This is an optimization exercise on Yosys and OpenROAD, whose aim is small area, not a production implementation.
In this exercise RTL edits were held to simulation tests only and were not proved equivalent to the original.
Power and IR drop assume default switching activity.

==> inputs of build 5 <==
==> flow/design.v <==
module vector_chunk_streamer #(
    parameter int element_width = 32,
    parameter int no_of_units   = 8,
    parameter int max_chunks    = 8
) (
    input  logic                                 clk,
    input  logic                                 reset,
    input  logic                                 wr_en,
    input  logic                                 wr_sel,
    input  logic [$clog2(max_chunks)-1:0]        wr_addr,
    input  logic [element_width*no_of_units-1:0] wr_data,
    input  logic                                 start,
    input  logic [31:0]                          total,
    output logic [element_width*no_of_units-1:0] first_row_plus_additional,
    output logic [element_width*no_of_units-1:0] vector2,
    output logic                                 outsider_read_now,
    input  logic                                 I_am_ready,
    input  logic                                 finish,
    input  logic [element_width-1:0]             dot_product_output,
    output logic [element_width-1:0]             result,
    output logic                                 result_valid,
    output logic                                 busy,
    output logic                                 err
);
    localparam int CW = element_width * no_of_units;
    localparam int EW = element_width;
    typedef enum logic [2:0] {IDLE, WAIT_READY, STREAM, WAIT_FINISH, DONE} state_t;
    state_t          r_state;
    logic [CW-1:0]   r_row_buf [8];
    logic [CW-1:0]   r_vec_buf [8];
    logic [3:0]      r_k;
    logic [6:0]      r_tot;       
    logic [EW-1:0]   r_result;
    logic            r_err;
    logic            w_total_ok, w_start_ok, w_idle, w_stream, w_last;
    logic [7:0]      w_csel, w_ev;
    logic [15:0]     w_we;
    assign w_idle     = r_state == IDLE;
    assign w_stream   = r_state == STREAM;
    assign w_total_ok = total[31:7] == '0 && (total[6] ? total[5:0] == '0 : total[5:0] != '0);
    assign w_start_ok = w_idle && start && w_total_ok;
    assign w_last     = r_k == {1'b0, r_tot[6:3]} + 4'd1;
    always_ff @(posedge clk) begin
        if (reset) begin
            r_state <= IDLE;
            r_k     <= '0;
        end else begin
            case (r_state)
                IDLE:        if (w_start_ok) r_state <= WAIT_READY;
                WAIT_READY:  if (I_am_ready) r_state <= STREAM;
                STREAM:      if (I_am_ready) begin
                                 r_state <= w_last ? WAIT_FINISH : STREAM;
                                 r_k     <= w_last ? 4'd0 : r_k + 4'd1;
                             end
                WAIT_FINISH: if (finish) r_state <= DONE;
                default:     r_state <= IDLE;
            endcase
        end
    end
    always_ff @(posedge clk) begin
        if (w_start_ok)
            r_tot <= total[6:0];
    end
    always_ff @(posedge clk) begin
        if (reset)
            r_err <= 1'b0;
        else
            r_err <= w_idle && start && !w_total_ok;
    end
    always_ff @(posedge clk) begin
        if (reset)
            r_result <= '0;
        else if (r_state == WAIT_FINISH && finish)
            r_result <= dot_product_output;
    end
    always_comb begin
        for (int a = 0; a < 8; a++) begin
            w_we[a]     = wr_en && w_idle && !wr_sel && wr_addr == 3'(a);
            w_we[8 + a] = wr_en && w_idle &&  wr_sel && wr_addr == 3'(a);
        end
    end
    always_ff @(posedge clk) begin
        for (int a = 0; a < 8; a++) begin
            if (w_we[a])     r_row_buf[a] <= wr_data;
            if (w_we[8 + a]) r_vec_buf[a] <= wr_data;
        end
    end
    always_comb begin
        for (int a = 0; a < 8; a++)
            w_csel[a] = w_stream && r_k == 4'(a);
        for (int j = 0; j < 8; j++)
            w_ev[j] = r_k < {1'b0, r_tot[6:3]} || (r_k == {1'b0, r_tot[6:3]} && 3'(j) < r_tot[2:0]);
    end
    always_comb begin
        first_row_plus_additional = '0;
        vector2                   = '0;
        for (int j = 0; j < 8; j++)
            for (int a = 0; a < 8; a++) begin
                first_row_plus_additional[j*EW +: EW] = first_row_plus_additional[j*EW +: EW] |
                    ({EW{w_csel[a] & w_ev[j]}} & r_row_buf[a][j*EW +: EW]);
                vector2[j*EW +: EW] = vector2[j*EW +: EW] |
                    ({EW{w_csel[a] & w_ev[j]}} & r_vec_buf[a][j*EW +: EW]);
            end
    end
    assign outsider_read_now = w_stream && I_am_ready;
    assign result            = r_result;
    assign result_valid      = r_state == DONE;
    assign busy              = !w_idle;
    assign err               = r_err;
endmodule
==> flow/run.sh <==
#!/bin/bash
# synth_recipe.tcl (not shown) runs the flow's synth.tcl, then flattens the netlist and writes it again
# the make line also repeats each setting of config.mk as NAME=value (left out here)
make -C /OpenROAD-flow-scripts/flow DESIGN_CONFIG=/design/flow/config.mk WORK_HOME=/design/flow/orfs CLKGATE_MAP_FILE= SYNTH_SCRIPT=/design/flow/synth_recipe.tcl finish
==> flow/config.mk <==
export PLATFORM = sky130hd
export DESIGN_NAME = vector_chunk_streamer
export DESIGN_NICKNAME = vector_chunk_streamer
export VERILOG_FILES = /design/flow/design.v
export SDC_FILE = /design/flow/constraint.sdc
export NUM_CORES = 4
export LEC_CHECK = 0
export CAP_MARGIN = 20
export CORE_MARGIN = 2
export CORE_UTILIZATION = 60
export SLEW_MARGIN = 20
==> flow/constraint.sdc <==
create_clock -name core_clock -period 5.0 [get_ports {clk}]
set_input_delay 1.0000 -clock core_clock [delete_from_list [all_inputs] [get_ports {clk}]]
set_output_delay 1.0000 -clock core_clock [all_outputs]
set_load 0.01 [all_outputs]
==> build 4: changes against build 5 <==
--- a/flow/design.v
+++ b/flow/design.v
@@ -25,36 +25,46 @@
     localparam int CW = element_width * no_of_units;
     localparam int EW = element_width;
     typedef enum logic [2:0] {IDLE, WAIT_READY, STREAM, WAIT_FINISH, DONE} state_t;
-    state_t          r_state;
+    state_t          r_state, w_next;
     logic [CW-1:0]   r_row_buf [8];
     logic [CW-1:0]   r_vec_buf [8];
-    logic [3:0]      r_k;
+    logic [3:0]      r_k, w_k_next;
     logic [6:0]      r_tot;       
     logic [EW-1:0]   r_result;
     logic            r_err;
     logic            w_total_ok, w_start_ok, w_idle, w_stream, w_last;
-    logic [7:0]      w_csel, w_ev;
+    logic [7:0]      r_csel, r_ev;    
     logic [15:0]     w_we;
     assign w_idle     = r_state == IDLE;
     assign w_stream   = r_state == STREAM;
     assign w_total_ok = total[31:7] == '0 && (total[6] ? total[5:0] == '0 : total[5:0] != '0);
     assign w_start_ok = w_idle && start && w_total_ok;
     assign w_last     = r_k == {1'b0, r_tot[6:3]} + 4'd1;
+    always_comb begin
+        w_next   = r_state;
+        w_k_next = r_k;
+        case (r_state)
+            IDLE:        if (w_start_ok) w_next = WAIT_READY;
+            WAIT_READY:  if (I_am_ready) w_next = STREAM;
+            STREAM:      if (I_am_ready) begin
+                             if (w_last) begin
+                                 w_next   = WAIT_FINISH;
+                                 w_k_next = 4'd0;
+                             end else begin
+                                 w_k_next = r_k + 4'd1;
+                             end
+                         end
+            WAIT_FINISH: if (finish) w_next = DONE;
+            default:     w_next = IDLE;
+        endcase
+    end
     always_ff @(posedge clk) begin
         if (reset) begin
             r_state <= IDLE;
             r_k     <= '0;
         end else begin
-            case (r_state)
-                IDLE:        if (w_start_ok) r_state <= WAIT_READY;
-                WAIT_READY:  if (I_am_ready) r_state <= STREAM;
-                STREAM:      if (I_am_ready) begin
-                                 r_state <= w_last ? WAIT_FINISH : STREAM;
-                                 r_k     <= w_last ? 4'd0 : r_k + 4'd1;
-                             end
-                WAIT_FINISH: if (finish) r_state <= DONE;
-                default:     r_state <= IDLE;
-            endcase
+            r_state <= w_next;
+            r_k     <= w_k_next;
         end
     end
     always_ff @(posedge clk) begin
@@ -85,11 +95,12 @@
             if (w_we[8 + a]) r_vec_buf[a] <= wr_data;
         end
     end
-    always_comb begin
+    always_ff @(posedge clk) begin
         for (int a = 0; a < 8; a++)
-            w_csel[a] = w_stream && r_k == 4'(a);
+            r_csel[a] <= !reset && w_next == STREAM && w_k_next == 4'(a);
         for (int j = 0; j < 8; j++)
-            w_ev[j] = r_k < {1'b0, r_tot[6:3]} || (r_k == {1'b0, r_tot[6:3]} && 3'(j) < r_tot[2:0]);
+            r_ev[j] <= w_k_next < {1'b0, r_tot[6:3]} ||
+                       (w_k_next == {1'b0, r_tot[6:3]} && 3'(j) < r_tot[2:0]);
     end
     always_comb begin
         first_row_plus_additional = '0;
@@ -97,9 +108,9 @@
         for (int j = 0; j < 8; j++)
             for (int a = 0; a < 8; a++) begin
                 first_row_plus_additional[j*EW +: EW] = first_row_plus_additional[j*EW +: EW] |
-                    ({EW{w_csel[a] & w_ev[j]}} & r_row_buf[a][j*EW +: EW]);
+                    ({EW{r_csel[a] & r_ev[j]}} & r_row_buf[a][j*EW +: EW]);
                 vector2[j*EW +: EW] = vector2[j*EW +: EW] |
-                    ({EW{w_csel[a] & w_ev[j]}} & r_vec_buf[a][j*EW +: EW]);
+                    ({EW{r_csel[a] & r_ev[j]}} & r_vec_buf[a][j*EW +: EW]);
             end
     end
     assign outsider_read_now = w_stream && I_am_ready;
==> flow/flow/run.sh (new file) <==
#!/bin/bash
# Own layout flow:
#  1. the standard synthesis, unchanged;
#  2. its combinational logic re-mapped by ABC for area (flow/remap.tcl); every register
#     cell keeps its instance name and cell type;
#  3. the standard ORFS steps from floorplan on, with ports buffered by buf_1 cells and a
#     CTS without dummy loads, with a clkbuf_16 root and clkbuf_16 leaf clusters.
# Each tool's full output goes to a log file in this folder.
set -euo pipefail
bash standard.sh synth > synth.log 2>&1

R=orfs/results/${FLOW_PLATFORM}/vector_chunk_streamer/base
YOSYS=$(command -v yosys || echo "$FLOW_HOME/../tools/install/yosys/bin/yosys")
cp "$R/1_2_yosys.v" "$R/1_2_yosys_standard.v"
REMAP_LIB="$FLOW_HOME/platforms/$FLOW_PLATFORM/lib/sky130_fd_sc_hd__tt_025C_1v80.lib" \
REMAP_IN="$R/1_2_yosys_standard.v" REMAP_OUT="$R/1_2_yosys_remap.v" REMAP_TOP="$FLOW_TOP" \
    "$YOSYS" -c flow/remap.tcl > remap.log 2>&1
# Keep the standard netlist's timestamp order: 1_2_yosys.v newer than its inputs, and the
# odb built again from it.
cp "$R/1_2_yosys_remap.v" "$R/1_2_yosys.v"
rm -f "$R/1_synth.odb" "$R/1_synth.sdc"

export BUFFER_PORTS_ARGS="-buffer_cell sky130_fd_sc_hd__buf_1"
export CTS_ARGS="-sink_clustering_enable -repair_clock_nets -dont_use_dummy_load -sink_clustering_size 28 -sink_clustering_max_diameter 100 -root_buf sky130_fd_sc_hd__clkbuf_16 -buf_list {sky130_fd_sc_hd__clkbuf_16}"
bash standard.sh finish > layout.log 2>&1
==> flow/flow/remap.tcl (new file) <==
# Re-map the combinational logic of the standard synthesis's netlist for area; every
# register cell instance (name and type) is kept as it is.
set lib $::env(REMAP_LIB)
yosys read_liberty -ignore_miss_func $lib
yosys read_verilog $::env(REMAP_IN)
yosys hierarchy -top $::env(REMAP_TOP)
yosys setattr -mod -set keep_hierarchy 1 {sky130_fd_sc_hd__*df*} {sky130_fd_sc_hd__*dl*} {sky130_fd_sc_hd__conb_*}
yosys flatten
yosys opt_clean -purge
yosys abc -liberty $lib -dont_use *probe* -dont_use *lpflow* -dont_use *clkdly* -dont_use *dlygate* -dont_use *dlymetal*
yosys splitnets
yosys opt_clean -purge
yosys hilomap -singleton -hicell sky130_fd_sc_hd__conb_1 HI -locell sky130_fd_sc_hd__conb_1 LO
yosys insbuf -buf sky130_fd_sc_hd__buf_1 A X
yosys opt_clean -purge
yosys select $::env(REMAP_TOP)
yosys write_verilog -noattr -nohex -nodec -selected $::env(REMAP_OUT)
==> flow/standard.sh (new file) <==
#!/bin/bash
# synth_recipe.tcl (not shown) runs the flow's synth.tcl, then flattens the netlist and writes it again
# the make line also repeats each setting of config.mk as NAME=value (left out here)
make -C /OpenROAD-flow-scripts/flow DESIGN_CONFIG=/design/flow/config.mk WORK_HOME=/design/flow/orfs CLKGATE_MAP_FILE= SYNTH_SCRIPT=/design/flow/synth_recipe.tcl "${@:-finish}"
--- a/flow/config.mk
+++ b/flow/config.mk
@@ -7,5 +7,8 @@
 export LEC_CHECK = 0
 export CAP_MARGIN = 20
 export CORE_MARGIN = 2
-export CORE_UTILIZATION = 60
+export CORE_UTILIZATION = 45
+export CTS_BUF_LIST = sky130_fd_sc_hd__clkbuf_16
+export CTS_CLUSTER_DIAMETER = 100
+export CTS_CLUSTER_SIZE = 28
 export SLEW_MARGIN = 20
removed: flow/run.sh
==> summary.txt <==
Between build 5 and build 4, the lower non-clock buffer count is in build 4 (gap 314).
In build 4 the maximum frequency is larger than in build 5, by 8.6%.
Against build 4, the worst hold slack of build 5 is higher by 0.19 ns.
Between build 4 and build 5, the lower global-route usage is in build 4 (gap 10 points).
Routed wire length: build 4 is lower than build 5 (about 6.5%).
Against build 4, the clock-buffer cell count of build 5 is higher by 351.
==> figures <==
item	build 4	build 5
Result of the run	finished clean	finished clean
End of the worst register-to-register path	r_vec_buf[5][95]$_DFFE_PP_	r_row_buf[0][162]$_DFFE_PP_
Global-route wire length before repair	592300 µm	630800 µm
Net switching power	0.01080 W	0.01363 W
Leakage	45.98 nW	58.51 nW
Clk sink count	4159	4143
Detailed-router iteration count before antenna repair	10	7
Logic gate share of total power	0.017	0.019
Post-synthesis instance total	6615	7551
Maximum number of pins on one net before global-route repair	97	98
Biggest cell delay along the critical path	1.07 ns	0.52 ns
Clk slew on worst S/H paths	0.11 ns	0.06 ns
Portion of total power attributed to sequential cells	0.694	0.558

[separate check: timing with driven ports]
Ports are ideal in the flow. The routed layouts listed here were re-timed in OpenROAD.
Step 1 assumes that a clkbuf_16 drives the clock port and a buf_2 every other input.
Step 2 also shifts input and output timing later by t, the mid clock arrival at the registers, as if the neighbouring blocks saw the same clock.
Three values: ideal ports, drivers, drivers and shift; two values: the first two.
run | t (ns) | slack for setup (ns) | worst setup path at the end | worst data-port slew with drivers (ns) | pins driven straight from the clock port
build 5 | 1.083 | 0.011 / -0.096 / 0.924 | input to register | 0.26 | 1
build 4 | 0.970 | 0.406 / 0.295 / 1.265 | register to output | 0.30 | 1
After both steps every run listed still meets setup and hold.
